Source: an optimization exercise on an open RTL-to-GDS flow (aim: a short achievable clock period and few clock cycles). Production flows keep margins and buffers that such runs may drop.
RTL that was checked went through simulation tests only; none was proved equivalent to the original.

// cpuCore
module cpuCore (
    input  logic                     clk,
    input  logic                     rstn,
    input  logic                     memReady,
    input  logic [corePkg::xlen-1:0] memRdData,
    output logic                     memRdEn,
    output logic                     memWrEn,
    output logic [corePkg::xlen-1:0] memAddr,
    output logic [corePkg::xlen-1:0] memWrData,
    output logic                     memSize  
);
Settings: LEC_CHECK=0, CAP_MARGIN=40, CELL_PAD_IN_SITES_DETAIL_PLACEMENT=1, CELL_PAD_IN_SITES_GLOBAL_PLACEMENT=2, CORE_MARGIN=2, CORE_UTILIZATION=30, PLACE_DENSITY=0.42, SETUP_SLACK_MARGIN=5, SLEW_MARGIN=50, TNS_END_PERCENT=5; clock period 10.0 ns.
standard.sh (not shown) runs the stock make flow with config.mk's settings and CLKGATE_MAP_FILE= SYNTH_SCRIPT=/design/flow/synth_recipe.tcl, a recipe that flattens the netlist after the stock synthesis.
==> flow/flow/run.sh <==
#!/bin/bash
# The standard layout with a global routing setup of our own
# (flow/fastroute.tcl), stronger port buffers, and more rounds of antenna
# repair after detailed routing. The make log goes to flow_make.log; each ORFS
# step also keeps its own log under orfs/logs.
set -euo pipefail
bash standard.sh FASTROUTE_TCL="$(pwd)/flow/fastroute.tcl" \
    BUFFER_PORTS_ARGS="-buffer_cell sky130_fd_sc_hd__buf_8" \
    MAX_REPAIR_ANTENNAS_ITER_DRT=8 finish > flow_make.log 2>&1
==> flow/flow/fastroute.tcl <==
# Global routing capacity: leave more of met1 and met2 free for pin access and
# detailed routing, so that the global routes move up to met3 and met4
set_global_routing_layer_adjustment met1 0.5
set_global_routing_layer_adjustment met2 0.35
set_global_routing_layer_adjustment met3-met5 0.2
set_routing_layers -clock met3-met5
set_routing_layers -signal met1-met5
Testbench counts at the start, summed over its fixed seeds: cycles 28,725.
Rerun with:
==> flow/flow/run.sh (replaced) <==
#!/bin/bash
# The standard layout with a global routing setup of our own
# (flow/fastroute.tcl), stronger port buffers, an extra antenna repair with a
# margin after global routing (flow/postgrt.tcl) and more rounds of antenna
# repair after detailed routing. The make log goes to flow_make.log; each ORFS
# step also keeps its own log under orfs/logs.
set -euo pipefail
bash standard.sh FASTROUTE_TCL="$(pwd)/flow/fastroute.tcl" \
    BUFFER_PORTS_ARGS="-buffer_cell sky130_fd_sc_hd__buf_8" \
    POST_GLOBAL_ROUTE_TCL="$(pwd)/flow/postgrt.tcl" \
    MAX_REPAIR_ANTENNAS_ITER_DRT=8 finish > flow_make.log 2>&1
==> flow/flow/postgrt.tcl (new file) <==
# After global routing and its own antenna repair: repair again with a margin,
# so that the detailed routes, which come out longer, stay within the rules
repair_antennas -iterations 5 -ratio_margin 40
check_placement -verbose
CORE_UTILIZATION = 27   (was 30)
PLACE_DENSITY = 0.38   (was 0.42)
After rerunning: The changed run produced a clean layout; non-clock buffer count came out lower by 273; core utilization goes down by 3.5 points; final cell count rose by a little under a tenth; clock skew shrinks by 0.015 ns; sequential share of layout area fell by 0.35 points; area after synthesis stays the same.

========
Another version of the RTL of cpuCore (not shown whole).
Size in the first run: roughly 48000 cells after synthesis, roughly 200 I/O pins, ~600000 um^2 of cells after synthesis.
export LEC_CHECK = 0
export CAP_MARGIN = 20
export CORE_MARGIN = 2
export CORE_UTILIZATION = 45
export SETUP_SLACK_MARGIN = 5
export SLEW_MARGIN = 20
export TNS_END_PERCENT = 5
create_clock -name core_clock -period 10.0 [get_ports {clk}]
==> flow/flow/run.sh <==
#!/bin/bash
# The standard layout, with timing repair aimed further below the clock
# period than config.mk's settings allow. The make log goes to flow_make.log;
# each ORFS step also keeps its own log under orfs/logs.
set -euo pipefail
bash standard.sh SETUP_SLACK_MARGIN=6.4 finish > flow_make.log 2>&1
The starting point never finished: it broke off in 5_1_grt on GRT-0232.
Next try:
==> flow/run.sh (new file) <==
#!/bin/bash
# synth_recipe.tcl (not shown) runs the flow's synth.tcl, then flattens the netlist and writes it again
# the make line also repeats each setting of config.mk as NAME=value (left out here)
make -C /OpenROAD-flow-scripts/flow DESIGN_CONFIG=/design/flow/config.mk WORK_HOME=/design/flow/orfs CLKGATE_MAP_FILE= SYNTH_SCRIPT=/design/flow/synth_recipe.tcl finish
removed: flow/flow/run.sh
removed: flow/standard.sh
=>
- The new run aborted during 5_1_grt
- area after synthesis stays the same
- synthesized cell count does not change
No run of this note included a check of the RTL's function; only the layout flow was run.

## static timing again, ports no longer ideal
No port has a modelled driver above. Below, the same layouts with a new extraction and two added sets of constraints.
Step 1 assumes that a clkbuf_16 drives the clock port and a buf_2 every other input.
Step 2, shift: input delay + t, output delay - t, t = (earliest + latest rising clock arrival at the registers) / 2. This alone moves slack from input paths to output paths.
Three values: no drivers, after step 1, after step 2; two values: the first two.
| run | t, ns | setup WS [ns] | cell pins on the clock port's net |
|---|---|---|---|
| the first run of note 1 | 1.833 | 4.213 / 4.213 / 4.127 | 1 |
| the second run of note 1 | 1.794 | 4.313 / 4.313 / 4.072 | 1 |
After both steps setup and hold are still met in every run listed. The setup slack of the second run of note 1, which loses most, moves by 0.000 ns with the drivers and by -0.241 ns with both steps.
